Background: an optimization exercise with open tools, aiming at small area and a short achievable clock period. Do not read the settings as production practice.
In this exercise RTL edits were held to simulation tests only and were not proved equivalent to the original.
No activity file was given, so power comes from the tool's default toggle rates.

$ cat config.mk
export PLATFORM = sky130hd
export DESIGN_NAME = circular_deque
export DESIGN_NICKNAME = circular_deque
export VERILOG_FILES = /design/flow/design.v
export SDC_FILE = /design/flow/constraint.sdc
export NUM_CORES = 4
export LEC_CHECK = 0
export CAP_MARGIN = 20
export CORE_MARGIN = 2
export CORE_UTILIZATION = 40
export CTS_CLUSTER_DIAMETER = 100
export CTS_CLUSTER_SIZE = 20
export SETUP_SLACK_MARGIN = 1.45
export SLEW_MARGIN = 20
$ cat flow/run.sh
#!/bin/bash
# Standard layout, except that the port buffers are plain buffers
# (buf_2) instead of the delay buffer buffer_ports picks by default.
set -o pipefail
export BUFFER_PORTS_ARGS="-buffer_cell sky130_fd_sc_hd__buf_2"
bash standard.sh > standard.log 2>&1
$ cat constraint.sdc
create_clock -name core_clock -period 3.2 [get_ports {i_clk}]
set_input_delay 0.6400 -clock core_clock [delete_from_list [all_inputs] [get_ports {i_clk}]]
set_output_delay 0.6400 -clock core_clock [all_outputs]
set_load 0.01 [all_outputs]
$ cat standard.sh
#!/bin/bash
# synth_recipe.tcl (not shown) runs the flow's synth.tcl, then flattens the netlist and writes it again
# the make line also repeats each setting of config.mk as NAME=value (left out here)
make -C /OpenROAD-flow-scripts/flow DESIGN_CONFIG=/design/flow/config.mk WORK_HOME=/design/flow/orfs CLKGATE_MAP_FILE= SYNTH_SCRIPT=/design/flow/synth_recipe.tcl "${@:-finish}"
$ cat design.v
package cdq_pkg;
    localparam int SLOTS  = 16;
    localparam int ELEM_W = 32;
    localparam int NCELL  = SLOTS - 1;
    localparam int CNT_W  = $clog2(SLOTS);
    localparam logic [CNT_W-1:0] CNT_MAX = CNT_W'(NCELL);
    localparam logic [2:0] OP_PUSH_BACK  = 3'd0;
    localparam logic [2:0] OP_PUSH_FRONT = 3'd1;
    localparam logic [2:0] OP_POP_FRONT  = 3'd2;
    localparam logic [2:0] OP_POP_BACK   = 3'd3;
    localparam logic [2:0] OP_PEEK_FRONT = 3'd4;
    localparam logic [2:0] OP_PEEK_BACK  = 3'd5;
    localparam logic [2:0] OP_CLEAR      = 3'd6;
    localparam logic [1:0] ST_DONE  = 2'd0;
    localparam logic [1:0] ST_EMPTY = 2'd1;
    localparam logic [1:0] ST_FULL  = 2'd2;
    typedef logic [ELEM_W-1:0] t_elem;
endpackage
module circular_deque (
    input  logic                          i_clk,
    input  logic                          i_rst_n,
    input  logic                          i_valid,
    output logic                          o_ready,
    input  logic [2:0]                    i_opcode,
    input  logic [cdq_pkg::ELEM_W-1:0]    i_value,
    output logic                          o_valid,
    input  logic                          i_ready,
    output logic [1:0]                    o_status,
    output logic [cdq_pkg::ELEM_W-1:0]    o_read_value,
    output logic [cdq_pkg::CNT_W-1:0]     o_count,
    output logic                          o_is_empty,
    output logic                          o_is_full
);
    localparam int N = cdq_pkg::NCELL;
    localparam int W = cdq_pkg::ELEM_W;
    cdq_pkg::t_elem            mem [N];
    logic [N-1:0]              r_head;    
    logic [N-1:0]              r_tail;    
    logic [N-1:0]              head_m1, head_p1, tail_m1, tail_p1;
    logic [cdq_pkg::CNT_W-1:0] r_count;
    logic [cdq_pkg::CNT_W-1:0] n_count;
    logic                      n_empty, n_full;
    logic                      r_empty, r_full;
    logic                      r_valid;
    logic                      r_idle;     
    logic [1:0]                r_status;
    logic [1:0]                n_status;
    logic [cdq_pkg::CNT_W-1:0] r_out_count;
    logic                      r_out_empty, r_out_full;
    cdq_pkg::t_elem            r_rd;
    cdq_pkg::t_elem            n_rd;
    logic [N-1:0]              rd_sel;
    logic                      in_acc;
    logic                      push_b, push_f, pop_f, pop_b, rd_any, clr;
    assign o_ready = r_idle | i_ready;
    assign in_acc  = i_valid & o_ready;
    assign head_m1 = {r_head[0], r_head[N-1:1]};
    assign head_p1 = {r_head[N-2:0], r_head[N-1]};
    assign tail_m1 = {r_tail[0], r_tail[N-1:1]};
    assign tail_p1 = {r_tail[N-2:0], r_tail[N-1]};
    always_comb begin
        push_b   = 1'b0;
        push_f   = 1'b0;
        pop_f    = 1'b0;
        pop_b    = 1'b0;
        rd_any   = 1'b0;
        clr      = 1'b0;
        n_status = cdq_pkg::ST_DONE;
        case (i_opcode)
            cdq_pkg::OP_PUSH_BACK:  if (r_full) n_status = cdq_pkg::ST_FULL; else push_b = 1'b1;
            cdq_pkg::OP_PUSH_FRONT: if (r_full) n_status = cdq_pkg::ST_FULL; else push_f = 1'b1;
            cdq_pkg::OP_POP_FRONT:  if (r_empty) n_status = cdq_pkg::ST_EMPTY; else begin pop_f = 1'b1; rd_any = 1'b1; end
            cdq_pkg::OP_POP_BACK:   if (r_empty) n_status = cdq_pkg::ST_EMPTY; else begin pop_b = 1'b1; rd_any = 1'b1; end
            cdq_pkg::OP_PEEK_FRONT: if (r_empty) n_status = cdq_pkg::ST_EMPTY; else rd_any = 1'b1;
            cdq_pkg::OP_PEEK_BACK:  if (r_empty) n_status = cdq_pkg::ST_EMPTY; else rd_any = 1'b1;
            cdq_pkg::OP_CLEAR:      clr = 1'b1;
            default: ;
        endcase
    end
    always_comb begin
        n_count = r_count;
        if (clr) n_count = '0;
        else if (push_b | push_f) n_count = r_count + 1'b1;
        else if (pop_f | pop_b) n_count = r_count - 1'b1;
    end
    assign n_empty = (n_count == '0);
    assign n_full  = (n_count == cdq_pkg::CNT_MAX);
    assign rd_sel = i_opcode[0] ? tail_m1 : r_head;
    cdq_pkg::t_elem rd_acc [N+1];
    assign rd_acc[0] = '0;
    for (genvar g = 0; g < N; g++) begin : g_rd
        assign rd_acc[g+1] = rd_acc[g] | (mem[g] & {W{rd_sel[g]}});
    end
    assign n_rd = rd_acc[N] & {W{rd_any}};
    for (genvar g = 0; g < N; g++) begin : g_slot
        always_ff @(posedge i_clk) begin
            if (!r_full && (head_m1[g] || r_tail[g])) mem[g] <= i_value;
        end
    end
    always_ff @(posedge i_clk) begin
        if (!i_rst_n) begin
            r_head  <= {{(N-1){1'b0}}, 1'b1};
            r_tail  <= {{(N-1){1'b0}}, 1'b1};
            r_count <= '0;
            r_empty <= 1'b1;
            r_full  <= 1'b0;
            r_valid <= 1'b0;
            r_idle  <= 1'b1;
            r_status    <= cdq_pkg::ST_DONE;
            r_rd        <= '0;
            r_out_count <= '0;
            r_out_empty <= 1'b1;
            r_out_full  <= 1'b0;
        end else begin
            if (in_acc) begin
                r_count <= n_count;
                r_empty <= n_empty;
                r_full  <= n_full;
                r_valid <= 1'b1;
                r_idle  <= 1'b0;
                if (push_f) r_head <= head_m1;
                else if (pop_f) r_head <= head_p1;
                if (clr) r_tail <= r_head;
                else if (push_b) r_tail <= tail_p1;
                else if (pop_b) r_tail <= tail_m1;
            end else if (i_ready) begin
                r_valid <= 1'b0;
                r_idle  <= 1'b1;
            end
            if (o_ready) begin
                r_status    <= n_status;
                r_rd        <= n_rd;
                r_out_count <= n_count;
                r_out_empty <= n_empty;
                r_out_full  <= n_full;
            end
        end
    end
    assign o_valid      = r_valid;
    assign o_status     = r_status;
    assign o_read_value = r_rd;
    assign o_count      = r_out_count;
    assign o_is_empty   = r_out_empty;
    assign o_is_full    = r_out_full;
endmodule
==> metrics.md, run 1 <==
| Metric | Value |
|---|---|
| Most frequent cells in the layout | `edfxtp_1, a22oi_1, buf_4` |
| Avg Cell Area, Syn | `16.15 sq um` |
| Hold WC Path Type | `in -> reg` |
| CTS Buf Count | `31` |
| Vias in the first global route | `12439` |
| Die width | `232.6 um` |
| Hold path cells | `2` |
| CP required | `3.71 ns` |
| Total Routed Length | `67220 um` |
| CTS tree | `built` |
| DIE AREA | `54120 sq um` |
| Initial antenna violation count | `6` |
| Final Max Tran Viols | `0` |
| Global placement routability congestion | `0.7779` |
| Final min period | `1.896 ns` |
| DR vias | `13377` |
| # port buffers | `80` |
| Period utilization | `59.25%` |
| R2r endpoint | `r_rd[0]$_SDFFE_PN0N_` |
| Synth Cell Area | `20910 sq um` |
| Root buf cell | `clkbuf_16` |
| Drt via density | `6.182` |
| Area share of the largest cell type after synthesis | `68.93%` |
| Synth Net Count | `1336` |
| Hold path start | `i_valid` |
| Reg-to-Reg Start | `r_head[14]$_SDFFE_PN0P_` |
| MaxCap Viol Count | `0` |
| RSZ-0062 raised after global routing | `true` |
| Dpl ws | `0.4341 ns` |
| Placement Rows | `83` |
| HPWL Detailed | `26670 um` |
| Crit-path max FO | `9` |
| Top FF cell, synth | `edfxtp_1` |
| Hold Vio Cnt, Final | `0` |
| Sequential element share of the synthesized area | `76.40%` |
| Number of synthesized flops with an enable pin | `480` |
| Post-DP Area | `22510 sq um` |
| Fmax achieved | `527.4 MHz` |
| Worst setup SP type | `flop` |
| Crit path arrival time | `2.41 ns` |
| Core ar. | `51510 sq um` |
| #FFs+latches synth | `558` |
| Detail Route Antenna Nets | `0` |
| Gr usage total | `22.39%` |
| DR iter-0 viols | `1797` |
| Final setup fails | `0` |
| Mapped Cells | `1295` |
| Die Y | `232.6 um` |
| Fin area | `25230 sq um` |
| Area leader, netlist | `edfxtp_1` |
| Clock latency on the worst-skew pair | `0.63 ns` |
| Area Growth Syn to Fin | `20.65%` |
| Finished Core Util | `48.98%` |
| Rel. slew slack | `58.10%` |
| Layout Nets | `1498` |
| CP endpoint kind | `flop` |
| H-tree Lvls | `1` |
| Hold path endpoint | `r_idle$_SDFFE_PN1P_` |
| Distinct cells, synth | `52` |
| CTS Buffer Depth | `3` |
| WL per Instance | `31.06 um` |
| Aggregate global routing overflow | `0` |
| Share of cells above drive strength 1 | `29.96%` |
| Synth async-reset ratio | `0%` |
| Final setup margin | `1.304 ns` |
| YS warnings | `3` |
| Worst Skew | `0.01626 ns` |
| Slew @ Worst Pin | `0.6277 ns` |
| Reg2Reg Depth | `4` |
| Most common cell after layout, fill and taps aside | `edfxtp_1` |
| Status | `timing/DRC/antenna clean` |
| Clk sink count | `558` |
| R2r setup slk | `1.30 ns` |
| Reg clk slew, reported paths | `0.09 ns` |
| P per Cell Area | `541.9 nW/um^2` |
| Setup TNS | `0 ns` |
| Maximum number of pins on one net before global-route repair | `79` |
| Initial Util | `40.60%` |
| DRC Markers | `0` |
| First-pass GRT wire length | `87750 um` |
| Largest cells by area after synthesis | `edfxtp_1, dfxtp_1, a22oi_1` |
| Path type of the worst setup path | `reg -> reg` |
| IO Pins | `81` |
| DR pass1 iterations | `5` |
| Peak supply drop | `0.0004475 V` |
| Lkg Pwr | `8.139 nW` |
==> state kept, by name, indices dropped and copies added, names as in the netlist, 2 cells and up <==
name         cells
r_status         2
r_head          15
r_count          4
r_out_count      4
r_rd            32
mem            480
r_tail          15
==> critical path, stage by stage, from the launching register on <==
cell      delay, ns
dfxtp_1        0.73
mux2_8         0.40
a221oi_1       0.12
and3_1         0.18
a311oi_1       0.34
==> kinds of logic (layout without fill, tap and decap cells) <==
family / Yosys count / count (layout) / share of synthesized area, %
compound gates: 368 / 368 / 13.20
fa+ha+maj: 2 / 2 / 0.1196
buf+inv: 86 / 253 / 2.178
flops: 558 / 558 / 76.40
other cells: 0 / 2 / 0
xor+xnor: 3 / 3 / 0.1257
mux: 50 / 68 / 2.645
simple gates: 228 / 230 / 5.337
==> cell usage after synthesis (9+ instances only) <==
| cell | instances |
|---|---|
| a211oi_2 | 10 |
| a21oi_1 | 55 |
| a221oi_1 | 27 |
| a22o_1 | 28 |
| a22oi_1 | 202 |
| a311oi_1 | 10 |
| and3_1 | 9 |
| buf_2 | 35 |
| clkbuf_1 | 32 |
| dfxtp_1 | 78 |
| edfxtp_1 | 480 |
| mux2_2 | 10 |
| mux2i_1 | 32 |
| nand2_1 | 47 |
| nand4_1 | 28 |
| nor2_1 | 72 |
| nor3_1 | 44 |
| o2bb2ai_1 | 14 |
==> through the flow <==
stage | std cells | hold slack [ns] | power, W
CTS | 2118 | 0.2069 | 0.01355
finish | 2164 | 0.2752 | 0.01367
global placement | 2006 | 0.4378 | 0.009345
global route | 2162 | 0.2772 | 0.01406
floorplan | 1295 | 0.4727 | 0.008970
detailed placement | 2006 | 0.4427 | 0.009365
==> how the worst max path moves through the flow <==
stage	cells after the start	to	startpoint	slack, ns
finish	4	r_rd[0]$_SDFFE_PN0N_	r_head[14]$_SDFFE_PN0P_	1.30
global route	3	o_ready	r_idle$_SDFFE_PN1P_	1.31
CTS	3	o_ready	r_idle$_SDFFE_PN1P_	1.32
detailed placement	5	r_rd[25]$_SDFFE_PN0N_	i_opcode[0]	0.43
global placement	5	r_rd[25]$_SDFFE_PN0N_	i_opcode[0]	0.43
floorplan	8	r_tail[10]$_SDFFE_PN0P_	i_opcode[0]	1.19
==> routing by layer <==
metal	vias to the layer above	track usage (%)	wire length, um
met4	4	4.578	2240
met2	721	36.57	31090
met3	127	3.640	6475
met5	-	0	25
li1	5574	-	-
met1	6951	31.76	27390
==> repair_timing <==
action / 4_1_cts / 5_1_grt
cloned: 9 / 16
hold buffers: 0 / 0
hold endpoints to repair: 0 / 0
endpoints found under the setup margin: 528 / 103
pin swaps: 5 / 5
buffers inserted: 45 / 28
gates resized for setup: 132 / 55
==> layout make-up <==
type | instances | area, sq um
tap | 680 | 850.8
inverter | 5 | 23.77
sequential | 558 | 16080
multi-input combinational | 671 | 5527
clock inverter | 1 | 20.02
fill | 4382 | 26280
antenna | 2 | 5.005
timing repair buffer | 190 | 1836
clock buffer | 57 | 883.3
==> report_power, final <==
group          switching, W  total [W]  internal (W)
logic              0.000766    0.00119      0.000421
clock network       0.00232    0.00419       0.00187
registers          0.000121    0.00829       0.00817
==> inputs of run 2 (changes only) <==
--- a/config.mk
+++ b/config.mk
@@ -10,5 +10,6 @@
 export CORE_UTILIZATION = 40
 export CTS_CLUSTER_DIAMETER = 100
-export CTS_CLUSTER_SIZE = 20
+export CTS_CLUSTER_SIZE = 25
+export PLACE_DENSITY = 0.75
 export SETUP_SLACK_MARGIN = 1.45
 export SLEW_MARGIN = 20
==> metrics.md, run 2 <==
| Metric | Value |
|---|---|
| Status | `timing/DRC/antenna clean` |
| Vias in the first global route | `12575 (+1.1%)` |
| Hold Vio Cnt, Final | `0 (unchanged)` |
| Setup TNS | `0 ns (unchanged)` |
| CP required | `2.56 ns (-1.15 ns)` |
| Most frequent cell after synthesis | `edfxtp_1` |
| Mapped Cells | `1295 (unchanged)` |
| DR pass1 iterations | `5 (unchanged)` |
| Lkg Pwr | `8.050 nW (-1.1%)` |
| RSZ-0062 raised after global routing | `true` |
| Total Routed Length | `62390 um (-7.2%)` |
| Hold WC Path Type | `in -> reg` |
| R2r endpoint | `mem[3][4]$_DFFE_PP_` |
| DR iter-0 viols | `2124 (+18%)` |
| Maximum number of pins on one net before global-route repair | `79 (unchanged)` |
| Area leader, netlist | `edfxtp_1` |
| Most frequent cells in the layout | `edfxtp_1, a22oi_1, buf_4` |
| P per Cell Area | `530.1 nW/um^2 (-2.2%)` |
| Synth cell count leaders | `edfxtp_1, a22oi_1, dfxtp_1` |
| Clk sink count | `558 (unchanged)` |
| Worst setup SP type | `flop` |
| Core ar. | `51510 sq um (unchanged)` |
| Rel. slew slack | `50.28% (-7.8 points)` |
| Share of cells above drive strength 1 | `30.28% (+0.32 points)` |
| First-pass GRT wire length | `82700 um (-5.8%)` |
| HPWL Detailed | `28060 um (+5.2%)` |
| Final Max Tran Viols | `0 (unchanged)` |
| Layout Nets | `1494 (-0.27%)` |
| Drt via density | `6.244 (+1.0%)` |
| Synth Cell Area | `20910 sq um (unchanged)` |
| Area share of the largest cell type after synthesis | `68.93% (unchanged)` |
| Aggregate global routing overflow | `0 (unchanged)` |
| Reg clk slew, reported paths | `0.09 ns (about the same)` |
| Synth async-reset ratio | `0% (unchanged)` |
| Global placement routability congestion | `0.7829 (+0.64%)` |
| Hold path cells | `2 (unchanged)` |
| Avg Cell Area, Syn | `16.15 sq um (unchanged)` |
| Path type of the worst setup path | `reg -> out` |
| DRC Markers | `0 (unchanged)` |
| YS warnings | `3 (unchanged)` |
| Placement Rows | `83 (unchanged)` |
| H-tree Lvls | `1 (unchanged)` |
| Initial antenna violation count | `2 (-4)` |
| CTS tree | `built` |
| Biggest register | `mem` |
| DR vias | `13461 (+0.63%)` |
| Crit-path max FO | `2 (-7)` |
| #FFs+latches synth | `558 (unchanged)` |
| DIE AREA | `54120 sq um (unchanged)` |
| Die Y | `232.6 um (unchanged)` |
| Crit path arrival time | `1.22 ns (-1.19 ns)` |
| Hold path endpoint | `r_idle$_SDFFE_PN1P_` |
| Slew @ Worst Pin | `0.7458 ns (+0.1182 ns)` |
| Hold slack | `0.2891 ns (+0.01385 ns)` |
| R2r setup slk | `1.44 ns (+0.14 ns)` |
| Fmax achieved | `536.5 MHz (+1.7%)` |
| Peak supply drop | `0.0004431 V (-0.97%)` |
| Final setup fails | `0 (unchanged)` |
| Top Registers | `mem: 480 flops, r_rd: 32 flops` |
| CTS Buf Count | `26 (-16%)` |
| Period utilization | `58.25% (-1.0 points)` |
| Distinct cells, synth | `52 (unchanged)` |
| Initial Util | `40.60% (unchanged)` |
| Die width | `232.6 um (unchanged)` |
| Hold path start | `i_valid` |
| Largest cells by area after synthesis | `edfxtp_1, dfxtp_1, a22oi_1` |
| Synth Net Count | `1336 (unchanged)` |
| Area Growth Syn to Fin | `19.17%` |
| Gr usage total | `20.67% (-1.7 points)` |
| CTS Hold Bufs | `0 (unchanged)` |
| Sequential element share of the synthesized area | `76.40% (unchanged)` |
| Detail Route Antenna Nets | `0 (unchanged)` |
| WL per Instance | `28.94 um (-6.8%)` |
| CP endpoint kind | `primary output` |
| Root buf cell | `clkbuf_16` |
| Max reg flops | `480 (unchanged)` |
| IO Pins | `81 (unchanged)` |
| Worst Skew | `0.03237 ns (+0.01611 ns)` |
| Reg2Reg Depth | `3 (-1)` |
| Clock latency on the worst-skew pair | `0.62 ns (about the same)` |
| Reg-to-Reg Start | `r_head[4]$_SDFFE_PN0P_` |
| Most common cell after layout, fill and taps aside | `edfxtp_1` |
| # port buffers | `80 (unchanged)` |
| Top FF cell, synth | `edfxtp_1` |
| Final min period | `1.864 ns (-0.03185 ns)` |
| CTS Buffer Depth | `3 (unchanged)` |
| Number of synthesized flops with an enable pin | `480 (unchanged)` |
| MaxCap Viol Count | `0 (unchanged)` |
==> run 2: cell counts after synthesis <==
No cell type changed its count.
==> run 2: worst max-delay path by stage <==
stage,from,end,slack (ns),cells after the start
after detailed placement,i_opcode[0],r_rd[1]$_SDFFE_PN0N_,0.38,7
after global placement,i_opcode[0],r_rd[9]$_SDFFE_PN0N_,0.47,7
final,r_idle$_SDFFE_PN1P_,o_ready,1.34,3
after CTS,r_idle$_SDFFE_PN1P_,o_ready,1.32,3
after global routing,r_idle$_SDFFE_PN1P_,o_ready,1.29,3
after floorplan,i_opcode[0],r_tail[10]$_SDFFE_PN0P_,1.19,8
==> run 2: area by class of cell <==
type,instances,area [sq um]
fill,4242,26590
sequential,558,16090
multi-input combinational,665,5425
timing repair buffer,197,1752
tap,680,850.8
clock buffer,45,721.9
clock inverter,3,50.05
inverter,5,23.77
antenna,3,7.507
==> run 2: logic make-up after synthesis <==
kind of cell,after synthesis,synth area share [%]
compound gates,368,13.20
flops,558,76.40
simple gates,228,5.337
fa+ha+maj,2,0.1196
xor+xnor,3,0.1257
buf+inv,86,2.178
mux,50,2.645
==> run 2: metal layers <==
metal	vias up	GRT usage, %	share of wire [%]
li1	5558	-	-
met1	6776	28.48	37
met2	966	33.72	46
met3	161	3.505	12
met4	0	6.111	3.8
met5	-	0	0
==> run 2: power breakdown <==
| group | total, W | internal (W) | leakage (nW) | switching [W] |
|---|---|---|---|---|
| Clock | 0.00380 | 0.00158 | 0.365 | 0.00222 |
| Combinational | 0.00112 | 0.000392 | 2.57 | 0.000724 |
| Sequential | 0.00829 | 0.00817 | 5.11 | 0.000121 |
==> run 2: critical path, cell delays in order (launching register included) <==
cell	delay (ns)
dfxtp_2	0.34
nor2_4	0.12
inv_2	0.06
buf_6	0.12
==> run 2: repair_timing <==
action / CTS / global route
cloned: 4 / 11
gates resized for setup: 107 / 66
setup buffers: 44 / 36
endpoints found under the setup margin: 349 / 179
pin swaps: 4 / 8
==> run 2: stage by stage <==
stage | utilization (%) | total power [W] | cell area, sq um | std cells | worst slack (ns)
2_1_floorplan | - | 0.008970 | 21580 | 1295 | 1.195
3_5_place_dp | 43.81 | 0.009354 | 22570 | 2010 | 0.3827
5_1_grt | 48.37 | 0.01355 | 24910 | 2153 | 1.290
3_3_place_gp | 43.81 | 0.009314 | 22570 | 2010 | 0.4727
6_report | 48.38 | 0.01321 | 24920 | 2156 | 1.336
4_1_cts | 46.97 | 0.01309 | 24190 | 2106 | 1.324
==> inputs of run 3 (changes only) <==
--- a/config.mk
+++ b/config.mk
@@ -11,5 +11,4 @@
 export CTS_CLUSTER_DIAMETER = 100
 export CTS_CLUSTER_SIZE = 25
-export PLACE_DENSITY = 0.75
-export SETUP_SLACK_MARGIN = 1.45
+export SETUP_SLACK_MARGIN = 1.4
 export SLEW_MARGIN = 20
==> metrics.md, run 3 <==
| Metric | Value |
|---|---|
| Status | `timing/DRC/antenna clean` |
| Die width | `232.6 um (unchanged)` |
| P per Cell Area | `543.7 nW/um^2 (+2.6%)` |
| # port buffers | `80 (unchanged)` |
| Maximum number of pins on one net before global-route repair | `79 (unchanged)` |
| Area leader, netlist | `edfxtp_1` |
| #FFs+latches synth | `558 (unchanged)` |
| RSZ-0062 raised after global routing | `true` |
| R2r endpoint | `mem[13][22]$_DFFE_PP_` |
| Aggregate global routing overflow | `0 (unchanged)` |
| Hold WC Path Type | `in -> reg` |
| Synth async-reset ratio | `0% (unchanged)` |
| Worst setup path startpoint | `r_idle$_SDFFE_PN1P_` |
| Most frequent cell after synthesis | `edfxtp_1` |
| Crit-path max FO | `2 (unchanged)` |
| Clock latency on the worst-skew pair | `0.62 ns (about the same)` |
| Critical-path top delay cell | `dfxtp_2` |
| Reg-to-Reg Start | `r_head[14]$_SDFFE_PN0P_` |
| Area share of the largest cell type after synthesis | `68.93% (unchanged)` |
| WL per Instance | `28.87 um (-0.24%)` |
| Rel. slew slack | `49.53% (-0.75 points)` |
| Max reg flops | `480 (unchanged)` |
| Placement Rows | `83 (unchanged)` |
| Detail Route Antenna Nets | `0 (unchanged)` |
| Top Registers | `mem: 480 flops, r_rd: 32 flops` |
| Initial Util | `40.60% (unchanged)` |
| CTS Hold Bufs | `0 (unchanged)` |
| Distinct cells, synth | `52 (unchanged)` |
| DR pass1 iterations | `5 (unchanged)` |
| Reg2Reg Depth | `3 (unchanged)` |
| H-tree Lvls | `1 (unchanged)` |
| Final Max Tran Viols | `0 (unchanged)` |
| DR vias | `12603 (-6.4%)` |
| Vias in the first global route | `11983 (-4.7%)` |
| CP Cell Sequence | `nor2_4 -> inv_2 -> buf_6` |
| Avg Cell Area, Syn | `16.15 sq um (unchanged)` |
| Largest cells by area after synthesis | `edfxtp_1, dfxtp_1, a22oi_1` |
| Final min period | `1.828 ns (-0.03658 ns)` |
| Peak supply drop | `0.0006220 V (+40%)` |
| Root buf cell | `clkbuf_16` |
| Synth Net Count | `1336 (unchanged)` |
| First-pass GRT wire length | `83700 um (+1.2%)` |
| Most frequent cells in the layout | `edfxtp_1, a22oi_1, buf_2` |
| Synth Cell Area | `20910 sq um (unchanged)` |
| DR iter-0 viols | `1489 (-30%)` |
| Path type of the worst setup path | `reg -> out` |
| Layout fillers | `4479 (+5.6%)` |
| Synth cell count leaders | `edfxtp_1, a22oi_1, dfxtp_1` |
| Crit path max-delay family | `flip-flops` |
| Core ar. | `51510 sq um (unchanged)` |
| Die Y | `232.6 um (unchanged)` |
| Sequential element share of the synthesized area | `76.40% (unchanged)` |
| Biggest register | `mem` |
| Worst path depth | `3 (unchanged)` |
| MaxCap Viol Count | `0 (unchanged)` |
| Most common cell after layout, fill and taps aside | `edfxtp_1` |
| Number of synthesized flops with an enable pin | `480 (unchanged)` |
| Top FF cell, synth | `edfxtp_1` |
| Worst Skew | `0.02781 ns (-0.004562 ns)` |
| Initial antenna violation count | `3 (+1)` |
| Hold Vio Cnt, Final | `0 (unchanged)` |
| Global placement routability congestion | `0.7581 (-3.2%)` |
| Slew @ Worst Pin | `0.7571 ns (+0.01129 ns)` |
| Final setup fails | `0 (unchanged)` |
| Hold slack | `0.2770 ns (-0.01206 ns)` |
| Clk sink count | `558 (unchanged)` |
| CTS Buf Count | `26 (unchanged)` |
| Bufs and invs on worst path | `2 (unchanged)` |
| Reg clk slew, reported paths | `0.10 ns (about the same)` |
| Period utilization | `57.11% (-1.1 points)` |
| CP endpoint | `o_ready` |
| Setup TNS | `0 ns (unchanged)` |
| Mapped Cells | `1295 (unchanged)` |
| YS warnings | `3 (unchanged)` |
| CTS tree | `built` |
| Area Growth Syn to Fin | `15.54%` |
| R2r setup slk | `1.44 ns (about the same)` |
| DIE AREA | `54120 sq um (unchanged)` |
| Share of cells above drive strength 1 | `25.46% (-4.8 points)` |
| Crit path arrival time | `1.19 ns (-0.03 ns)` |
| CP required | `2.56 ns (about the same)` |
| Gr usage total | `21.31% (+0.63 points)` |
| Total Routed Length | `60620 um (-2.8%)` |
| DRC Markers | `0 (unchanged)` |
| CTS Buffer Depth | `3 (unchanged)` |
| IO Pins | `81 (unchanged)` |
| Layout Nets | `1439 (-3.7%)` |
| Largest stage delay, worst path | `0.34 ns (about the same)` |
| Hold path start | `i_valid` |
| Drt via density | `6.001 (-3.9%)` |
| Fmax achieved | `547.2 MHz (+2.0%)` |
| Lkg Pwr | `7.683 nW (-4.6%)` |
| Worst setup SP type | `flop` |
| CP endpoint kind | `primary output` |
| HPWL Detailed | `28010 um (-0.20%)` |
-- run 3: cell counts after synthesis --
Identical to the previous run, type by type.
-- run 3: cell families (layout without fill, tap and decap cells) --
| kind of cell | count (synthesis) | after routing | share of synthesized area, % |
|---|---|---|---|
| buffers and inverters | 86 | 200 | 2.178 |
| other | 0 | 2 | 0 |
| AND/OR/NAND/NOR | 228 | 228 | 5.337 |
| multiplexers | 50 | 59 | 2.645 |
| AO/OA/AOI/OAI | 368 | 368 | 13.20 |
| XOR/XNOR | 3 | 3 | 0.1257 |
| adder cells (fa/ha/maj) | 2 | 2 | 0.1196 |
| flip-flops | 558 | 558 | 76.40 |
-- run 3: stage by stage --
step	setup WS (ns)	cells	instance area [sq um]	power (W)	util (%)
final	1.372	2100	24160	0.01314	46.91
after detailed placement	0.4776	2008	22530	0.009355	43.73
after floorplan	1.195	1295	21560	0.008965	-
after CTS	1.252	2074	23730	0.01313	46.07
after global placement	0.5198	2008	22530	0.009332	43.73
after global routing	1.330	2098	24160	0.01352	46.90
-- run 3: layout make-up --
class                           count  area [sq um]  share of cell area (%)
Antenna cell                        2         5.005                 0.02071
Clock buffer                       44         718.2                   2.973
Clock inverter                      4         53.80                  0.2227
Inverter                            5         23.77                 0.09839
Multi-Input combinational cell    660          5315                   22.00
Sequential cell                   558         16050                   66.43
Tap cell                          680         850.8                   3.521
Timing Repair Buffer              147          1144                   4.733
-- run 3: worst min-delay path by stage --
stage	end	slack (ns)	cells past startpoint
2_1_floorplan	r_count[3]$_SDFFE_PN0P_	0.47	2
3_3_place_gp	r_status[1]$_SDFFE_PN0N_	0.44	2
3_5_place_dp	r_status[0]$_SDFFE_PN0N_	0.45	2
4_1_cts	r_idle$_SDFFE_PN1P_	0.25	2
5_1_grt	r_idle$_SDFFE_PN1P_	0.27	2
6_report	r_idle$_SDFFE_PN1P_	0.28	2
-- run 3: timing repair --
item / 4_1_cts / 5_1_grt
setup buffers: 13 / 18
resized for setup: 65 / 49
setup endpoints to repair: 303 / 138
pin swaps: 3 / 6
cloned: 5 / 6
-- run 3: routing by layer --
metal  vias up  track usage, %  wire length (um)
li1       5432               -                 -
met1      6495           30.17             25190
met2       596           34.31             28510
met3        78           4.326              5711
met4         2           4.120              1189
met5         -               0                16
-- run 3: report_power, final --
group | internal, W | switching, W | total, W
Sequential | 0.00817 | 0.000113 | 0.00829
Combinational | 0.000338 | 0.000690 | 0.00103
Clock | 0.00157 | 0.00225 | 0.00382
Total | 0.0101 | 0.00305 | 0.0131
==> inputs of run 4 (changes only) <==
--- a/config.mk
+++ b/config.mk
@@ -11,4 +11,5 @@
 export CTS_CLUSTER_DIAMETER = 100
 export CTS_CLUSTER_SIZE = 25
+export PLACE_DENSITY = 0.75
 export SETUP_SLACK_MARGIN = 1.4
 export SLEW_MARGIN = 20
==> metrics.md, run 4 <==
| Metric | Value |
|---|---|
| Sequential share of power | `63.2% (about the same)` |
| Top FF cell, synth | `edfxtp_1` |
| Worst Skew | `0.02701 ns (-0.0007981 ns)` |
| DR pass1 iterations | `5 (unchanged)` |
| Rel. slew slack | `50.04% (+0.51 points)` |
| Status | `timing/DRC/antenna clean` |
| Max reg flops | `480 (unchanged)` |
| Peak supply drop | `0.0004468 V (-28%)` |
| CTS Buffer Depth | `3 (unchanged)` |
| Initial Util | `40.60% (unchanged)` |
| Crit path arrival time | `1.19 ns (about the same)` |
| Adder-cell share of the synthesized area | `0.1197% (unchanged)` |
| Fmax achieved | `545.8 MHz (-0.25%)` |
| M1 WL | `21820 um (-13%)` |
| Aggregate global routing overflow | `0 (unchanged)` |
| Total chip power | `0.01310 W (-0.29%)` |
| Initial antenna violation count | `5 (+2)` |
| Most frequent cells in the layout | `edfxtp_1, a22oi_1, buf_2` |
| Reg2Reg Depth | `7 (+4)` |
| Final setup fails | `0 (unchanged)` |
| Top sig layer | `met5` |
| DIE AREA | `54120 sq um (unchanged)` |
| Avg Cell Area, Syn | `16.15 sq um (unchanged)` |
| Placement Rows | `83 (unchanged)` |
| #FFs+latches synth | `558 (unchanged)` |
| Detail Route Antenna Nets | `0 (unchanged)` |
| Hold Vio Cnt, Final | `0 (unchanged)` |
| Gr usage total | `20.12% (-1.2 points)` |
| Area leader, netlist | `edfxtp_1` |
| Met3 wire len | `6717 um (+18%)` |
| Synth Area in XOR/XNOR | `0.1257% (unchanged)` |
| Synth cell count leaders | `edfxtp_1, a22oi_1, dfxtp_1` |
| Compound-Gate Fraction of Synth Area | `13.20% (unchanged)` |
| Area Growth Syn to Fin | `15.90%` |
| Sequential element share of the synthesized area | `76.40% (unchanged)` |
| CP endpoint kind | `primary output` |
| WL per Instance | `26.80 um (-7.2%)` |
| Core ar. | `51510 sq um (unchanged)` |
| P per Cell Area | `540.5 nW/um^2 (-0.60%)` |
| Share of cells above drive strength 1 | `25.42% (-0.037 points)` |
| Reg-to-Reg Start | `r_count[1]$_SDFFE_PN0P_` |
| Hold path endpoint | `r_idle$_SDFFE_PN1P_` |
| Layout fillers | `4339 (-3.1%)` |
| Die width | `232.6 um (unchanged)` |
| YS warnings | `3 (unchanged)` |
| Gate power share | `7.8% (about the same)` |
| Largest cells by area after synthesis | `edfxtp_1, dfxtp_1, a22oi_1` |
| MaxCap Viol Count | `0 (unchanged)` |
| Synth Net Count | `1336 (unchanged)` |
| Root buf cell | `clkbuf_16` |
| DR iter-0 viols | `1925 (+29%)` |
| Vias in the first global route | `12164 (+1.5%)` |
| Die Y | `232.6 um (unchanged)` |
| Global placement routability congestion | `0.7875 (+3.9%)` |
| Most common cell after layout, fill and taps aside | `edfxtp_1` |
| WL met2 | `26420 um (-7.3%)` |
| DRC Markers | `0 (unchanged)` |
| CTS Hold Bufs | `0 (unchanged)` |
| Mapped Cells | `1295 (unchanged)` |
| Worst setup SP type | `flop` |
| R2r endpoint | `r_full$_SDFFE_PN0P_` |
| Non-filler cells, final | `2108 (+0.38%)` |
| Hold path start | `i_valid` |
| Hold WC Path Type | `in -> reg` |
| Drt via density | `6.099 (+1.6%)` |
| Largest family of logic cells by synthesized area | `compound AO/OA/AOI/OAI gates` |
| Final Max Tran Viols | `0 (unchanged)` |
| Most frequent cell after synthesis | `edfxtp_1` |
| IO Pins | `81 (unchanged)` |
| CTS Buf Count | `26 (unchanged)` |
| Clock power share | `29.0% (about the same)` |
| Post-synthesis mux area share | `2.645% (unchanged)` |
| Internal cell power | `0.01009 W (about the same)` |
| Synth async-reset ratio | `0% (unchanged)` |
| R2r setup slk | `1.39 ns (-0.05 ns)` |
| Final min period | `1.832 ns (+0.004600 ns)` |
| DR vias | `12857 (+2.0%)` |
| Top Registers | `mem: 480 flops, r_rd: 32 flops` |
| Synth Cell Area | `20910 sq um (unchanged)` |
| Biggest register | `mem` |
| Setup TNS | `0 ns (unchanged)` |
| Distinct cells, synth | `52 (unchanged)` |
| Crit-path max FO | `2 (unchanged)` |
| Switch Pwr | `0.003007 W (-1.5%)` |
| Clock latency on the worst-skew pair | `0.62 ns (about the same)` |
| CTS tree | `built` |
| Clk sink count | `558 (unchanged)` |
| Switch share | `22.96% (-0.29 points)` |
| Multi-input gate area | `5260 sq um (-1.0%)` |
| H-tree Lvls | `1 (unchanged)` |
| Post-Synth Simple-Gate Area | `5.337% (unchanged)` |
| Hold path cells | `2 (unchanged)` |
| Area share of the largest cell type after synthesis | `68.93% (unchanged)` |
| HPWL Detailed | `27330 um (-2.4%)` |
| FF/Latch Area | `16060 sq um (about the same)` |
| Period utilization | `57.25% (+0.14 points)` |
| CP required | `2.56 ns (about the same)` |
| # port buffers | `80 (unchanged)` |
| RSZ-0062 raised after global routing | `true` |
| Placed cells | `2003 (-0.25%)` |
| Reg clk slew, reported paths | `0.10 ns (about the same)` |
| Lkg Pwr | `7.722 nW (+0.51%)` |
| First-pass GRT wire length | `80300 um (-4.1%)` |
| Total Routed Length | `56500 um (-6.8%)` |
| Slew @ Worst Pin | `0.7494 ns (-0.007690 ns)` |
| Maximum number of pins on one net before global-route repair | `79 (unchanged)` |
| Path type of the worst setup path | `reg -> out` |
| Layout Nets | `1445 (+0.42%)` |
| Number of synthesized flops with an enable pin | `480 (unchanged)` |
## run 4: cell counts after synthesis
Identical to the previous run, type by type.
## run 4: critical path, cell delays in order (launching register included)
cell and delay (ns):
dfxtp_2 0.34, nor2_4 0.10, inv_2 0.05, buf_6 0.11
## run 4: power groups by stage
stage               Clock [W]  Combinational (W)  Sequential (W)
floorplan                   0           0.000540         0.00843
detailed placement          0           0.000897         0.00844
global route          0.00406            0.00109         0.00830
CTS                   0.00381           0.000955         0.00828
finish                0.00380            0.00102         0.00828
global placement            0           0.000874         0.00843
## run 4: worst max path at each step
| stage | slack, ns | endpoint | start |
|---|---|---|---|
| finish | 1.37 | o_ready | r_idle$_SDFFE_PN1P_ |
| global placement | 0.32 | r_rd[9]$_SDFFE_PN0N_ | i_opcode[0] |
| detailed placement | 0.29 | r_rd[0]$_SDFFE_PN0N_ | i_opcode[0] |
| CTS | 1.36 | o_ready | r_idle$_SDFFE_PN1P_ |
| floorplan | 1.19 | r_tail[10]$_SDFFE_PN0P_ | i_opcode[0] |
| global route | 1.30 | r_out_full$_SDFFE_PN0N_ | r_count[1]$_SDFFE_PN0P_ |
## run 4: metrics by stage
stage / util [%] / worst slack [ns] / hold WS, ns / area (sq um)
after CTS: 46.06 / 1.358 / 0.2315 / 23730
after global routing: 47.04 / 1.298 / 0.2706 / 24230
after floorplan: - / 1.195 / 0.4727 / 21560
after detailed placement: 43.64 / 0.2944 / 0.4494 / 22480
final: 47.05 / 1.368 / 0.2575 / 24240
after global placement: 43.64 / 0.3231 / 0.4383 / 22480
## run 4: timing repair
item                                    4_1_cts  5_1_grt
cloned                                        3        4
pin swaps                                     5        7
endpoints found under the setup margin      226      101
resized for setup                            54       55
setup buffers                                19       27
## run 4: layout make-up
class	count	area share, %
flip-flops and latches	558	66.26
repair buffers	156	5.194
multi-input cells	657	21.70
diodes	4	0.04130
inverters	5	0.09809
clock buffers	45	2.979
clock inverters	3	0.2117
well taps	680	3.511
## run 4: layer usage
metal | track usage [%] | vias up
li1 | - | 5457
met1 | 27.39 | 6454
met2 | 31.79 | 828
met3 | 5.306 | 116
met4 | 5.932 | 2
met5 | 0 | -
## run 4: kinds of logic after synthesis
group / count (synthesis)
xor+xnor: 3
simple gates: 228
buf+inv: 86
mux: 50
flops: 558
compound gates: 368
fa+ha+maj: 2
==> inputs of run 5 (changes only) <==
--- a/config.mk
+++ b/config.mk
@@ -11,5 +11,4 @@
 export CTS_CLUSTER_DIAMETER = 100
 export CTS_CLUSTER_SIZE = 25
-export PLACE_DENSITY = 0.75
-export SETUP_SLACK_MARGIN = 1.4
+export SETUP_SLACK_MARGIN = 1.5
 export SLEW_MARGIN = 20
==> metrics.md, run 5 <==
| Metric | Value |
|---|---|
| MaxCap Viol Count | `0 (unchanged)` |
| Synth Net Count | `1336 (unchanged)` |
| Area leader, netlist | `edfxtp_1` |
| Final min period | `1.866 ns (+0.03374 ns)` |
| CTS Hold Bufs | `0 (unchanged)` |
| Rel. slew slack | `51.73% (+1.7 points)` |
| Period utilization | `58.31% (+1.1 points)` |
| CTS Buffer Depth | `3 (unchanged)` |
| Synth cell count leaders | `edfxtp_1, a22oi_1, dfxtp_1` |
| Most frequent cells in the layout | `edfxtp_1, a22oi_1, buf_4` |
| CTS tree | `built` |
| Mapped Cells | `1295 (unchanged)` |
| Hold Vio Cnt, Final | `0 (unchanged)` |
| Reg clk slew, reported paths | `0.10 ns (about the same)` |
| HPWL Detailed | `28180 um (+3.1%)` |
| Lkg Pwr | `8.697 nW (+13%)` |
| Area Growth Syn to Fin | `26.11%` |
| Clock latency on the worst-skew pair | `0.61 ns (about the same)` |
| Avg Cell Area, Syn | `16.15 sq um (unchanged)` |
| #FFs+latches synth | `558 (unchanged)` |
| Crit path arrival time | `1.23 ns (+0.04 ns)` |
| Biggest register | `mem` |
| Core ar. | `51510 sq um (unchanged)` |
| RSZ-0062 raised after global routing | `true` |
| YS warnings | `3 (unchanged)` |
| Distinct cells, synth | `52 (unchanged)` |
| DR pass1 iterations | `7 (+2)` |
| Die width | `232.6 um (unchanged)` |
| # port buffers | `80 (unchanged)` |
| IO Pins | `81 (unchanged)` |
| Number of synthesized flops with an enable pin | `480 (unchanged)` |
| Final setup fails | `0 (unchanged)` |
| Drt via density | `6.287 (+3.1%)` |
| FF/Latch Area | `16130 sq um (+0.42%)` |
| Area share of the largest cell type after synthesis | `68.93% (unchanged)` |
| Gr usage total | `23.01% (+2.9 points)` |
| DR vias | `14065 (+9.4%)` |
| DR iter-0 viols | `2150 (+12%)` |
| Initial Util | `40.60% (unchanged)` |
| Maximum number of pins on one net before global-route repair | `36 (-54%)` |
| Multi-input gate area | `5849 sq um (+11%)` |
| Clk sink count | `558 (unchanged)` |
| Global placement routability congestion | `0.7583 (-3.7%)` |
| CTS Buf Count | `26 (unchanged)` |
| Most common cell after layout, fill and taps aside | `edfxtp_1` |
| Slew @ Worst Pin | `0.7214 ns (-0.02798 ns)` |
| Final Max Tran Viols | `0 (unchanged)` |
| Hold WC Path Type | `in -> reg` |
| Top Registers | `mem: 480 flops, r_rd: 32 flops` |
| CP required | `2.56 ns (about the same)` |
| P per Cell Area | `509.5 nW/um^2 (-5.7%)` |
| CP endpoint kind | `primary output` |
| Aggregate global routing overflow | `0 (unchanged)` |
| Root buf cell | `clkbuf_16` |
| Synth async-reset ratio | `0% (unchanged)` |
| Layout fillers | `4161 (-4.1%)` |
| Most frequent cell after synthesis | `edfxtp_1` |
| H-tree Lvls | `1 (unchanged)` |
| Fmax achieved | `535.9 MHz (-1.8%)` |
| Status | `timing/DRC/antenna clean` |
| Peak supply drop | `0.0003863 V (-14%)` |
| Detail Route Antenna Nets | `0 (unchanged)` |
| Placement Rows | `83 (unchanged)` |
| Worst setup SP type | `flop` |
| Setup TNS | `0 ns (unchanged)` |
| Share of cells above drive strength 1 | `36.87% (+11 points)` |
| Max reg flops | `480 (unchanged)` |
| Layout Nets | `1579 (+9.3%)` |
| Top FF cell, synth | `edfxtp_1` |
| Initial antenna violation count | `1 (-4)` |
| First-pass GRT wire length | `89640 um (+12%)` |
| WL per Instance | `32.07 um (+20%)` |
| Vias in the first global route | `12457 (+2.4%)` |
| Total Routed Length | `71750 um (+27%)` |
| Worst Skew | `0.01904 ns (-0.007971 ns)` |
| Crit-path max FO | `3 (+1)` |
| Synth Cell Area | `20910 sq um (unchanged)` |
| Largest cells by area after synthesis | `edfxtp_1, dfxtp_1, a22oi_1` |
| Sequential element share of the synthesized area | `76.40% (unchanged)` |
| Finished Core Util | `51.20% (+4.1 points)` |
| Path type of the worst setup path | `reg -> out` |
| DIE AREA | `54120 sq um (unchanged)` |
| DRC Markers | `0 (unchanged)` |
| Ant diodes | `0 (-4)` |
| Die Y | `232.6 um (unchanged)` |
[run 5: cell counts after synthesis]
No cell type changed its count.
[run 5: logic make-up after synthesis]
family          Yosys count  share of synthesized area, %
compound gates          368                         13.20
xor+xnor                  3                        0.1257
fa+ha+maj                 2                        0.1196
buf+inv                  86                         2.178
flops                   558                         76.40
mux                      50                         2.645
simple gates            228                         5.337
[run 5: worst max-delay path, stage by stage (launching register included)]
cell     delay [ns]
dfxtp_2        0.34
nor2_4         0.13
inv_4          0.04
buf_6          0.11
[run 5: report_power, final]
part	leakage (nW)	internal [W]	switching, W	total (W)
registers	5.12	0.00817	0.000128	0.00829
logic	3.22	0.000488	0.000808	0.00130
clock network	0.360	0.00157	0.00228	0.00385
[run 5: path summary, 6_finish.rpt]
path                                from                     endpoint  slack, ns  cells after the start
max                  r_idle$_SDFFE_PN1P_                      o_ready       1.33                      3
max reg2reg      r_head[10]$_SDFFE_PN0P_         mem[9][28]$_DFFE_PP_       1.46                      3
min reg2reg  r_out_count[3]$_SDFFE_PN0N_  r_out_count[3]$_SDFFE_PN0N_       0.46                      2
min                              i_rst_n       r_head[0]$_SDFFE_PN1P_       0.30                      2
[run 5: cell type report]
type,count,share of cell area [%]
Clock buffer,44,2.723
Clock inverter,3,0.1471
Inverter,5,0.09964
Multi-Input combinational cell,677,22.18
Sequential cell,558,61.15
Tap cell,680,3.226
Timing Repair Buffer,270,10.47
[run 5: metal layers]
metal	vias up	GRT usage [%]	wire length, um
li1	5752	-	-
met1	7277	32.32	27760
met2	872	37.61	33450
met3	162	3.272	7473
met4	2	6.190	3051
met5	-	0	9
[run 5: timing repair]
item                                    4_1_cts  5_1_grt
gates cloned                                 14       22
buffers inserted                             63       82
pin swaps                                    16       23
hold endpoints to repair                      0        0
resized for setup                           174      135
endpoints found under the setup margin      385      306
[run 5: stage by stage]
stage          hold slack [ns]  setup WS, ns  cells  cell area (sq um)  power (W)
4_1_cts                 0.2424         1.247   2133              24740    0.01321
2_1_floorplan           0.4727         1.195   1295              21590   0.008968
3_3_place_gp            0.4376        0.3956   2009              22520   0.009337
5_1_grt                 0.3031         1.306   2237              26370    0.01376
6_report                0.3014         1.334   2237              26370    0.01344
3_5_place_dp            0.4466        0.3612   2009              22520   0.009361
==> inputs of run 6 (changes only) <==
--- a/config.mk
+++ b/config.mk
@@ -11,4 +11,4 @@
 export CTS_CLUSTER_DIAMETER = 100
 export CTS_CLUSTER_SIZE = 25
-export SETUP_SLACK_MARGIN = 1.5
+export SETUP_SLACK_MARGIN = 1.35
 export SLEW_MARGIN = 20
==> metrics.md, run 6 <==
| Metric | Value |
|---|---|
| Synth Net Count | `1336 (unchanged)` |
| Max reg flops | `480 (unchanged)` |
| Crit-path max FO | `2 (-1)` |
| Hold WC Path Type | `in -> reg` |
| Fmax achieved | `541.2 MHz (+0.98%)` |
| Sequential element share of the synthesized area | `76.40% (unchanged)` |
| Setup TNS | `0 ns (unchanged)` |
| CTS tree | `built` |
| Reg clk slew, reported paths | `0.10 ns (about the same)` |
| Compound-Gate Fraction of Synth Area | `13.20% (unchanged)` |
| DRC Markers | `0 (unchanged)` |
| Die Y | `232.6 um (unchanged)` |
| CTS Buffer Depth | `3 (unchanged)` |
| Crit path arrival time | `1.21 ns (-0.02 ns)` |
| Reg-to-Reg Start | `r_tail[6]$_SDFFE_PN0P_` |
| Clock latency on the worst-skew pair | `0.60 ns (about the same)` |
| Top FF cell, synth | `edfxtp_1` |
| Die width | `232.6 um (unchanged)` |
| H-tree Lvls | `1 (unchanged)` |
| Rel. slew slack | `43.30% (-8.4 points)` |
| Drt via density | `5.966 (-5.1%)` |
| RSZ-0062 raised after global routing | `true` |
| CTS Hold Bufs | `0 (unchanged)` |
| R2r setup slk | `1.37 ns (-0.09 ns)` |
| Synth Cell Area | `20910 sq um (unchanged)` |
| DR iter-0 viols | `1347 (-37%)` |
| CP endpoint kind | `primary output` |
| #FFs+latches synth | `558 (unchanged)` |
| Switch Pwr | `0.003005 W (-6.5%)` |
| Final Max Tran Viols | `0 (unchanged)` |
| Synth cell count leaders | `edfxtp_1, a22oi_1, dfxtp_1` |
| Most frequent cells in the layout | `edfxtp_1, a22oi_1, buf_2` |
| Worst setup path startpoint | `r_idle$_SDFFE_PN1P_` |
| Internal cell power | `0.01013 W (-0.90%)` |
| Distinct cells, synth | `52 (unchanged)` |
| Share of cells above drive strength 1 | `22.02% (-15 points)` |
| Area Growth Syn to Fin | `13.80%` |
| DR pass1 iterations | `5 (-2)` |
| YS warnings | `3 (unchanged)` |
| Global placement routability congestion | `0.7640 (+0.75%)` |
| Most frequent cell after synthesis | `edfxtp_1` |
| Lkg Pwr | `7.530 nW (-13%)` |
| Status | `timing/DRC/antenna clean` |
| First-pass GRT wire length | `81850 um (-8.7%)` |
| Placement Rows | `83 (unchanged)` |
| CP required | `2.56 ns (about the same)` |
| Gate power share | `7.5% (-2.1 points)` |
| Maximum number of pins on one net before global-route repair | `63 (+75%)` |
| Number of synthesized flops with an enable pin | `480 (unchanged)` |
| Period utilization | `57.74% (-0.57 points)` |
| CP endpoint | `o_ready` |
| Largest cells by area after synthesis | `edfxtp_1, dfxtp_1, a22oi_1` |
| Synth Area in XOR/XNOR | `0.1257% (unchanged)` |
| Final setup fails | `0 (unchanged)` |
| IO Pins | `81 (unchanged)` |
| Detail Route Antenna Nets | `0 (unchanged)` |
| Path type of the worst setup path | `reg -> out` |
| Sequential share of power | `63.0% (+1.3 points)` |
| Slew @ Worst Pin | `0.8485 ns (+0.1271 ns)` |
| Total Routed Length | `58030 um (-19%)` |
| HPWL Detailed | `27790 um (-1.4%)` |
| DIE AREA | `54120 sq um (unchanged)` |
| Adder-cell share of the synthesized area | `0.1197% (unchanged)` |
| Hold Vio Cnt, Final | `0 (unchanged)` |
| Peak supply drop | `0.0003796 V (-1.8%)` |
| Worst Skew | `0.01829 ns (-0.0007473 ns)` |
| Clk sink count | `558 (unchanged)` |
| Area share of the largest cell type after synthesis | `68.93% (unchanged)` |
| DR vias | `12410 (-12%)` |
| Aggregate global routing overflow | `0 (unchanged)` |
| Layout Nets | `1420 (-10%)` |
| CTS Buf Count | `26 (unchanged)` |
| Initial Util | `40.60% (unchanged)` |
| Area leader, netlist | `edfxtp_1` |
| Mapped Cells | `1295 (unchanged)` |
| Finished Core Util | `46.20% (-5.0 points)` |
| Reg2Reg Depth | `6 (+3)` |
| Vias in the first global route | `11902 (-4.5%)` |
| Core ar. | `51510 sq um (unchanged)` |
| # port buffers | `80 (unchanged)` |
| Root buf cell | `clkbuf_16` |
| Hold path cells | `2 (unchanged)` |
| Synth async-reset ratio | `0% (unchanged)` |
| Largest family of logic cells by synthesized area | `compound AO/OA/AOI/OAI gates` |
| WL per Instance | `27.90 um (-13%)` |
| Post-Synth Simple-Gate Area | `5.337% (unchanged)` |
| Post-synthesis mux area share | `2.645% (unchanged)` |
| Switch share | `22.88% (-1.1 points)` |
| MaxCap Viol Count | `0 (unchanged)` |
| Initial antenna violation count | `4 (+3)` |
| R2r endpoint | `r_rd[18]$_SDFFE_PN0N_` |
| Clock power share | `29.5% (+0.9 points)` |
| Final min period | `1.848 ns (-0.01820 ns)` |
| Worst setup SP type | `flop` |
| Most common cell after layout, fill and taps aside | `edfxtp_1` |
| Biggest register | `mem` |
| Top Registers | `mem: 480 flops, r_rd: 32 flops` |
| Avg Cell Area, Syn | `16.15 sq um (unchanged)` |
| P per Cell Area | `551.9 nW/um^2 (+8.3%)` |
| Gr usage total | `20.62% (-2.4 points)` |
-- run 6: cell count changes in the layout (fill, tap and decap cells not counted), sizes merged --
cell,change
mux2,-21
or2,-1
clkbuf,-6
nor2,-1
bufbuf,-1
bufinv,+1
diode,+1
buf,-129
-- run 6: layout make-up --
| cell class | count | area, sq um |
|---|---|---|
| Tap cell | 680 | 850.8 |
| Inverter | 5 | 26.28 |
| Antenna cell | 1 | 2.502 |
| Timing Repair Buffer | 134 | 974.7 |
| Clock buffer | 44 | 718.2 |
| Fill cell | 4513 | 27710 |
| Multi-Input combinational cell | 654 | 5155 |
| Sequential cell | 558 | 16010 |
| Clock inverter | 4 | 63.81 |
-- run 6: logic make-up after synthesis --
| family | Yosys count |
|---|---|
| flip-flops | 558 |
| AO/OA/AOI/OAI | 368 |
| multiplexers | 50 |
| AND/OR/NAND/NOR | 228 |
| buffers and inverters | 86 |
| adder cells (fa/ha/maj) | 2 |
| XOR/XNOR | 3 |
-- run 6: routing by layer --
layer / wire length, um / GRT usage (%) / share of wire [%] / vias to the layer above
met2: 27560 / 33.53 / 47 / 541
met5: 12 / 0 / 0.021 / -
met3: 4481 / 3.113 / 7.7 / 72
met1: 24690 / 29.53 / 43 / 6407
met4: 1290 / 4.200 / 2.2 / 2
li1: - / - / - / 5388
-- run 6: how the worst min path moves through the flow --
stage                             startpoint                       end  slack [ns]
finish                               i_valid       r_idle$_SDFFE_PN1P_        0.29
global route                         i_valid       r_idle$_SDFFE_PN1P_        0.28
CTS                                  i_rst_n    r_head[0]$_SDFFE_PN1P_        0.27
detailed placement  r_status[0]$_SDFFE_PN0N_  r_status[0]$_SDFFE_PN0N_        0.45
global placement    r_status[1]$_SDFFE_PN0N_  r_status[1]$_SDFFE_PN0N_        0.44
floorplan            r_count[3]$_SDFFE_PN0P_   r_count[3]$_SDFFE_PN0P_        0.47
-- run 6: worst max-delay path, stage by stage (launching register included) --
cell	delay (ns)
dfxtp_2	0.34
nor2_4	0.12
inv_4	0.05
buf_6	0.11
-- run 6: what timing repair did --
item	in CTS	in global routing
gates cloned	0	3
setup buffers	4	17
pin swaps	3	3
setup endpoints to repair	197	154
resized for setup	29	31
-- run 6: power groups by stage --
stage	Clock (W)	Sequential (W)	Combinational, W
6_report	0.00387	0.00828	0.000981
5_1_grt	0.00416	0.00830	0.00105
4_1_cts	0.00391	0.00828	0.000946
3_5_place_dp	0	0.00844	0.000928
3_3_place_gp	0	0.00843	0.000910
2_1_floorplan	0	0.00843	0.000535
-- run 6: per-stage QoR --
step	worst slack, ns	total power [W]	cell area (sq um)	std cells	hold WS (ns)
2_1_floorplan	0.8610	0.008964	21500	1295	0.4727
3_3_place_gp	0.4458	0.009343	22540	2007	0.4374
3_5_place_dp	0.3864	0.009370	22540	2007	0.4461
4_1_cts	1.303	0.01314	23480	2059	0.2746
5_1_grt	1.317	0.01352	23790	2079	0.2798
6_report	1.352	0.01313	23800	2080	0.2919
==> inputs of run 7 (changes only) <==
--- a/config.mk
+++ b/config.mk
@@ -9,6 +9,7 @@
 export CORE_MARGIN = 2
 export CORE_UTILIZATION = 40
+export CTS_BUF_LIST = sky130_fd_sc_hd__clkbuf_8
 export CTS_CLUSTER_DIAMETER = 100
-export CTS_CLUSTER_SIZE = 25
-export SETUP_SLACK_MARGIN = 1.35
+export CTS_CLUSTER_SIZE = 16
+export SETUP_SLACK_MARGIN = 1.45
 export SLEW_MARGIN = 20
==> metrics.md, run 7 <==
| Metric | Value |
|---|---|
| Most common cell after layout, fill and taps aside | `edfxtp_1` |
| Synth async-reset ratio | `0% (unchanged)` |
| DR vias | `13189 (+6.3%)` |
| Area leader, netlist | `edfxtp_1` |
| DIE AREA | `54120 sq um (unchanged)` |
| Worst Skew | `0.05643 ns (+0.03814 ns)` |
| Slew @ Worst Pin | `0.5595 ns (-0.2890 ns)` |
| Initial Util | `40.60% (unchanged)` |
| Switch share | `24.32% (+1.4 points)` |
| Total chip power | `0.01298 W (-1.2%)` |
| Clk sink count | `558 (unchanged)` |
| Crit path max-delay family | `flip-flops` |
| Clock latency on the worst-skew pair | `0.69 ns (+0.09 ns)` |
| Die Y | `232.6 um (unchanged)` |
| #FFs+latches synth | `558 (unchanged)` |
| Crit path arrival time | `1.25 ns (+0.04 ns)` |
| Rel. slew slack | `62.70% (+19 points)` |
| Final Max Tran Viols | `0 (unchanged)` |
| CTS Buffer Depth | `3 (unchanged)` |
| Area Growth Syn to Fin | `19.64%` |
| P per Cell Area | `518.7 nW/um^2 (-6.0%)` |
| Aggregate global routing overflow | `0 (unchanged)` |
| Sequential element share of the synthesized area | `76.40% (unchanged)` |
| Share of cells above drive strength 1 | `29.96% (+7.9 points)` |
| Status | `timing/DRC/antenna clean` |
| Worst setup SP type | `flop` |
| Top Registers | `mem: 480 flops, r_rd: 32 flops` |
| IO Pins | `81 (unchanged)` |
| Root buf cell | `clkbuf_8` |
| Distinct cells, synth | `52 (unchanged)` |
| Core ar. | `51510 sq um (unchanged)` |
| DRC Markers | `0 (unchanged)` |
| First-pass GRT wire length | `86900 um (+6.2%)` |
| Placed cells | `2006 (-0.050%)` |
| Most frequent cells in the layout | `edfxtp_1, a22oi_1, buf_4` |
| Gr usage total | `22.33% (+1.7 points)` |
| Global placement routability congestion | `0.7779 (+1.8%)` |
| Path type of the worst setup path | `reg -> out` |
| Sequential share of power | `63.8% (+0.8 points)` |
| Hold path cells | `2 (unchanged)` |
| Finished Core Util | `48.57% (+2.4 points)` |
| Layout Nets | `1504 (+5.9%)` |
| Biggest register | `mem` |
| Vias in the first global route | `12502 (+5.0%)` |
| Dpl ws | `0.4341 ns (+0.04768 ns)` |
| DR pass1 iterations | `5 (unchanged)` |
| Largest stage delay, worst path | `0.34 ns (about the same)` |
| Worst path depth | `3 (unchanged)` |
| Crit-path max FO | `2 (unchanged)` |
| Final setup fails | `0 (unchanged)` |
| Top FF cell, synth | `edfxtp_1` |
| Setup TNS | `0 ns (unchanged)` |
| Synth Cell Area | `20910 sq um (unchanged)` |
| Critical-path top delay cell | `dfxtp_2` |
| Gate power share | `8.9% (+1.4 points)` |
| Detail Route Antenna Nets | `0 (unchanged)` |
| Internal cell power | `0.009822 W (-3.0%)` |
| Lkg Pwr | `8.152 nW (+8.3%)` |
| Bufs and invs on worst path | `2 (unchanged)` |
| RSZ-0062 raised after global routing | `true` |
| Largest cells by area after synthesis | `edfxtp_1, dfxtp_1, a22oi_1` |
| Synth Net Count | `1336 (unchanged)` |
| Initial antenna violation count | `2 (-2)` |
| CP Cell Sequence | `nor2_4 -> inv_2 -> buf_6` |
| Placement Rows | `83 (unchanged)` |
| Synth cell count leaders | `edfxtp_1, a22oi_1, dfxtp_1` |
| Area share of the largest cell type after synthesis | `68.93% (unchanged)` |
| Avg Cell Area, Syn | `16.15 sq um (unchanged)` |
| Reg clk slew, reported paths | `0.11 ns (about the same)` |
| DR iter-0 viols | `1724 (+28%)` |
| Maximum number of pins on one net before global-route repair | `79 (+25%)` |
| H-tree Lvls | `2 (+1)` |
| Peak supply drop | `0.0003647 V (-3.9%)` |
| Reg2Reg Depth | `8 (+2)` |
| HPWL Detailed | `26670 um (-4.0%)` |
| Mapped Cells | `1295 (unchanged)` |
| Fmax achieved | `530.2 MHz (-2.0%)` |
| WL per Instance | `29.75 um (+6.6%)` |
| # port buffers | `80 (unchanged)` |
| Hold WC Path Type | `in -> reg` |
| CP required | `2.56 ns (about the same)` |
| Final setup margin | `1.314 ns (-0.03855 ns)` |
| Layout fillers | `4416 (-2.1%)` |
| Most frequent cell after synthesis | `edfxtp_1` |
| Final min period | `1.886 ns (+0.03855 ns)` |
| Die width | `232.6 um (unchanged)` |
| Total Routed Length | `64650 um (+11%)` |
| Non-filler cells, final | `2173 (+4.5%)` |
| Hold Vio Cnt, Final | `0 (unchanged)` |
| CP endpoint kind | `primary output` |
| Clock power share | `27.3% (-2.2 points)` |
| YS warnings | `3 (unchanged)` |
| MaxCap Viol Count | `0 (unchanged)` |
| Drt via density | `6.069 (+1.7%)` |
| Period utilization | `58.94% (+1.2 points)` |
| Number of synthesized flops with an enable pin | `480 (unchanged)` |
| CTS tree | `built` |
| CTS Buf Count | `40 (+54%)` |
| Max reg flops | `480 (unchanged)` |
| Switch Pwr | `0.003156 W (+5.0%)` |
[run 7: cell counts after synthesis]
No cell type changed its count.
[run 7: layer usage]
metal	up-vias	routed length (um)	track usage [%]
li1	5568	-	-
met1	6793	26140	31.36
met2	724	30470	35.54
met3	102	6379	3.909
met4	2	1637	6.847
met5	-	16	0
[run 7: kinds of logic (layout without fill, tap and decap cells)]
kind of cell	after synthesis	in the layout	synth area share, %
flops	558	558	76.40
compound gates	368	368	13.20
simple gates	228	228	5.337
buf+inv	86	272	2.178
mux	50	61	2.645
xor+xnor	3	3	0.1257
fa+ha+maj	2	2	0.1196
other cells	0	1	0
[run 7: final timing paths]
| check | start | end | slack [ns] |
|---|---|---|---|
| max | r_idle$_SDFFE_PN1P_ | o_ready | 1.31 |
| min reg2reg | r_status[0]$_SDFFE_PN0N_ | r_status[0]$_SDFFE_PN0N_ | 0.46 |
| min | i_valid | r_idle$_SDFFE_PN1P_ | 0.19 |
| max reg2reg | r_idle$_SDFFE_PN1P_ | r_rd[20]$_SDFFE_PN0N_ | 1.42 |
[run 7: timing repair]
action | 4_1_cts | 5_1_grt
pin swaps | 5 | 18
setup buffers | 58 | 20
endpoints found under the setup margin | 461 | 120
cloned | 7 | 10
hold buffers | 0 | 0
resized for setup | 148 | 47
[run 7: power groups by stage]
stage / clock [W] / combinational [W] / sequential [W]
after floorplan: 0 / 0.000544 / 0.00843
after global placement: 0 / 0.000910 / 0.00843
after detailed placement: 0 / 0.000921 / 0.00844
after CTS: 0.00360 / 0.00104 / 0.00829
after global routing: 0.00386 / 0.00122 / 0.00831
final: 0.00354 / 0.00115 / 0.00829
[run 7: through the flow]
step                      hold WS, ns  cell area [sq um]
after CTS                      0.1652              24490
after global placement         0.4378              22510
after floorplan                0.4727              21580
final                          0.1950              25020
after detailed placement       0.4427              22510
after global routing           0.2155              25020
[run 7: area by class of cell]
| class | count | area (sq um) | area share [%] |
|---|---|---|---|
| diodes | 1 | 2.502 | 0.01000 |
| clock buffers | 42 | 578.1 | 2.310 |
| clock inverters | 29 | 126.4 | 0.5051 |
| inverters | 5 | 23.77 | 0.09502 |
| multi-input cells | 662 | 5394 | 21.56 |
| flip-flops and latches | 558 | 16080 | 64.29 |
| well taps | 680 | 850.8 | 3.401 |
| repair buffers | 196 | 1959 | 7.832 |
[run 7: worst register-to-register path: stages (launching register included)]
cell and delay [ns]:
dfxtp_2 0.36, nor2_4 0.04, buf_4 0.19, buf_16 0.19, nor3_4 0.25, buf_6 0.17, clkbuf_16 0.21, a21oi_1 0.05
a311oi_1 0.23

## re-timing with driven ports
How much do the figures lean on ideal ports? The routed layouts below were timed once more, with nothing changed but the port constraints.
Step 1 sets driving cells, clkbuf_16 on the clock port and buf_2 on the other inputs (assumed; they add their load-dependent delay and slew).
Step 2 adds t to the input delays and takes it off the output delays; t is the mean of the earliest and latest rising clock arrival at the registers after step 1. Input paths then give back, and output paths get back, about the clock's delay inside the block.
a / b / c = no drivers / after step 1 / after step 2; a / b = the first two.
| run | t, ns | slack for setup (ns) | worst setup path at the end |
|---|---|---|---|
| run 1 | 0.678 | 1.304 / 1.290 / 0.741 | input to register |
| run 2 | 0.658 | 1.336 / 1.282 / 0.688 | input to register |
| run 3 | 0.660 | 1.372 / 1.315 / 0.758 | input to register |
| run 4 | 0.653 | 1.368 / 1.316 / 0.800 | input to register |
| run 5 | 0.652 | 1.334 / 1.279 / 0.806 | input to register |
| run 6 | 0.649 | 1.352 / 1.295 / 0.754 | input to register |
| run 7 | 0.713 | 1.314 / 1.259 / 0.803 | input to register |
After both steps setup and hold are still met in every run listed. For run 2, which loses most, drivers alone change the setup slack by -0.054 ns; drivers and shift together by -0.648 ns.
